This is an optimization exercise on Yosys and OpenROAD, whose aim is small area, a short achievable clock period and few clock cycles, not a production implementation. Function was checked by simulation only, so behaviour that the tests miss may differ from the original. Power and IR drop assume default switching activity.

==> module brr_or8w, before the edit <==
module brr_or8w (
  input  logic [7:0] wl,
  input  logic [7:0] d,
  output logic       y
);
  assign y = |(wl & d);
endmodule
==> module brr_rdbit, before the edit <==
module brr_rdbit (
  input  logic [63:0] wl,
  input  logic [63:0] d,
  output logic        y
);
  logic [7:0] q;   
  logic [1:0] r;   
  genvar i;
  generate
    for (i = 0; i < 8; i++) begin : g_q
      brr_or8w u (.wl(wl[8*i +: 8]), .d(d[8*i +: 8]), .y(q[i]));
    end
    for (i = 0; i < 2; i++) begin : g_r
      brr_nor4 u (.a(q[4*i]), .b(q[4*i+1]), .c(q[4*i+2]), .d(q[4*i+3]), .y(r[i]));
    end
  endgenerate
  brr_nand2 u_y (.a(r[0]), .b(r[1]), .y(y));
endmodule
Settings: LEC_CHECK=0, CAP_MARGIN=20, CORE_MARGIN=2, CORE_UTILIZATION=55, CTS_CLUSTER_DIAMETER=100, CTS_CLUSTER_SIZE=25, PLACE_DENSITY=0.65, SETUP_SLACK_MARGIN=4.5, SLEW_MARGIN=70, SYNTH_HIERARCHICAL=1, SYNTH_MINIMUM_KEEP_SIZE=0; clock period 8.0 ns.
standard.sh (not shown) runs the stock make flow with config.mk's settings and CLKGATE_MAP_FILE= SYNTH_SCRIPT=/design/flow/synth_recipe.tcl, a recipe that flattens the netlist after the stock synthesis.
==> flow/flow/run.sh <==
#!/bin/bash
set -euo pipefail
bash standard.sh "BUFFER_PORTS_ARGS=-buffer_cell sky130_fd_sc_hd__buf_4" finish > flow_make.log 2>&1
The first run passed the timing, design-rule and antenna checks.
Testbench counts at the start, summed over its fixed seeds: cycles 48,063.
Next try:
--- a/flow/design.v
+++ b/flow/design.v
@@ -9,12 +9,15 @@
 endmodule
 module brr_nor2 (input logic a, b, output logic y);
   assign y = !(a | b);
 endmodule
 module brr_nor2b (input logic a, b, output logic y);
   assign y = !a & b;
+endmodule
+module brr_nand4 (input logic a, b, c, d, output logic y);
+  assign y = !(a & b & c & d);
 endmodule
 module brr_nor4 (input logic a, b, c, d, output logic y);
   assign y = !(a | b | c | d);
 endmodule
 module brr_err (
   input  logic [23:0] a,
@@ -38,36 +41,33 @@
     for (i = 0; i < 2; i++) begin : g_ok12
       brr_nor2 u (.a(bad6[2*i]), .b(bad6[2*i+1]), .y(ok12[i]));
     end
   endgenerate
   brr_nand2 u_err (.a(ok12[0]), .b(ok12[1]), .y(err));
 endmodule
-module brr_or8w (
-  input  logic [7:0] wl,
-  input  logic [7:0] d,
-  output logic       y
-);
-  assign y = |(wl & d);
-endmodule
 module brr_rdbit (
   input  logic [63:0] wl,
   input  logic [63:0] d,
   output logic        y
 );
-  logic [7:0] q;   
-  logic [1:0] r;   
+  logic [63:0] p;   
+  logic [15:0] q;   
+  logic [3:0]  r;   
   genvar i;
   generate
-    for (i = 0; i < 8; i++) begin : g_q
-      brr_or8w u (.wl(wl[8*i +: 8]), .d(d[8*i +: 8]), .y(q[i]));
-    end
-    for (i = 0; i < 2; i++) begin : g_r
+    for (i = 0; i < 64; i++) begin : g_p
+      brr_nand2 u (.a(wl[i]), .b(d[i]), .y(p[i]));
+    end
+    for (i = 0; i < 16; i++) begin : g_q
+      brr_nand4 u (.a(p[4*i]), .b(p[4*i+1]), .c(p[4*i+2]), .d(p[4*i+3]), .y(q[i]));
+    end
+    for (i = 0; i < 4; i++) begin : g_r
       brr_nor4 u (.a(q[4*i]), .b(q[4*i+1]), .c(q[4*i+2]), .d(q[4*i+3]), .y(r[i]));
     end
   endgenerate
-  brr_nand2 u_y (.a(r[0]), .b(r[1]), .y(y));
+  brr_nand4 u_y (.a(r[0]), .b(r[1]), .c(r[2]), .d(r[3]), .y(y));
 endmodule
 module bus_ram_responder #(
   parameter int          DEPTH       = 64,
   parameter logic [31:0] BASE_ADDR   = 32'h1000_0000,
   parameter int          WAIT_CYCLES = 0
 ) (
After rerunning: Clock-buffer cell count is higher by 21. Worst setup slack gets worse by 0.040 ns. Core utilization is lower by 0.91 points. Cell count is higher by 23%. Global-route usage is higher by 0.77 points. Power is about the same. Wire length is higher by 4.8%. Cell area is higher by about 2.4%.
Testbench counts after the change, summed over its fixed seeds: cycles 48,063.

[separate check: timing with driven ports]
In the flow no input, the clock included, has a driving cell. The finished layouts below were timed again as built, in two steps.
Step 1 (the two cells are an assumption about what drives the block):
set clk [get_ports {clk}]
set_driving_cell -lib_cell sky130_fd_sc_hd__clkbuf_16 $clk
set_driving_cell -lib_cell sky130_fd_sc_hd__buf_2 [delete_from_list [all_inputs] $clk]
Step 2 moves the port delays by t, midway between the first and last clock arrival at a register: inputs arrive t later, outputs are due t later. That takes back most of the time a late clock gives input paths.
a / b / c = ideal / step 1 / step 2; a / b = the first two.
run	t (ns)	slack for setup (ns)	clock arrival spread, ns	worst data-port slew with drivers (ns)
the first run	0.824	4.221 / 4.173 / 3.612	0.033 / 0.033	0.15
the second run	0.827	4.181 / 4.139 / 3.728	0.046 / 0.045	0.16
After both steps setup and hold are still met in every run listed. The setup slack of the first run, which loses most, moves by -0.048 ns with the drivers and by -0.609 ns with both steps.
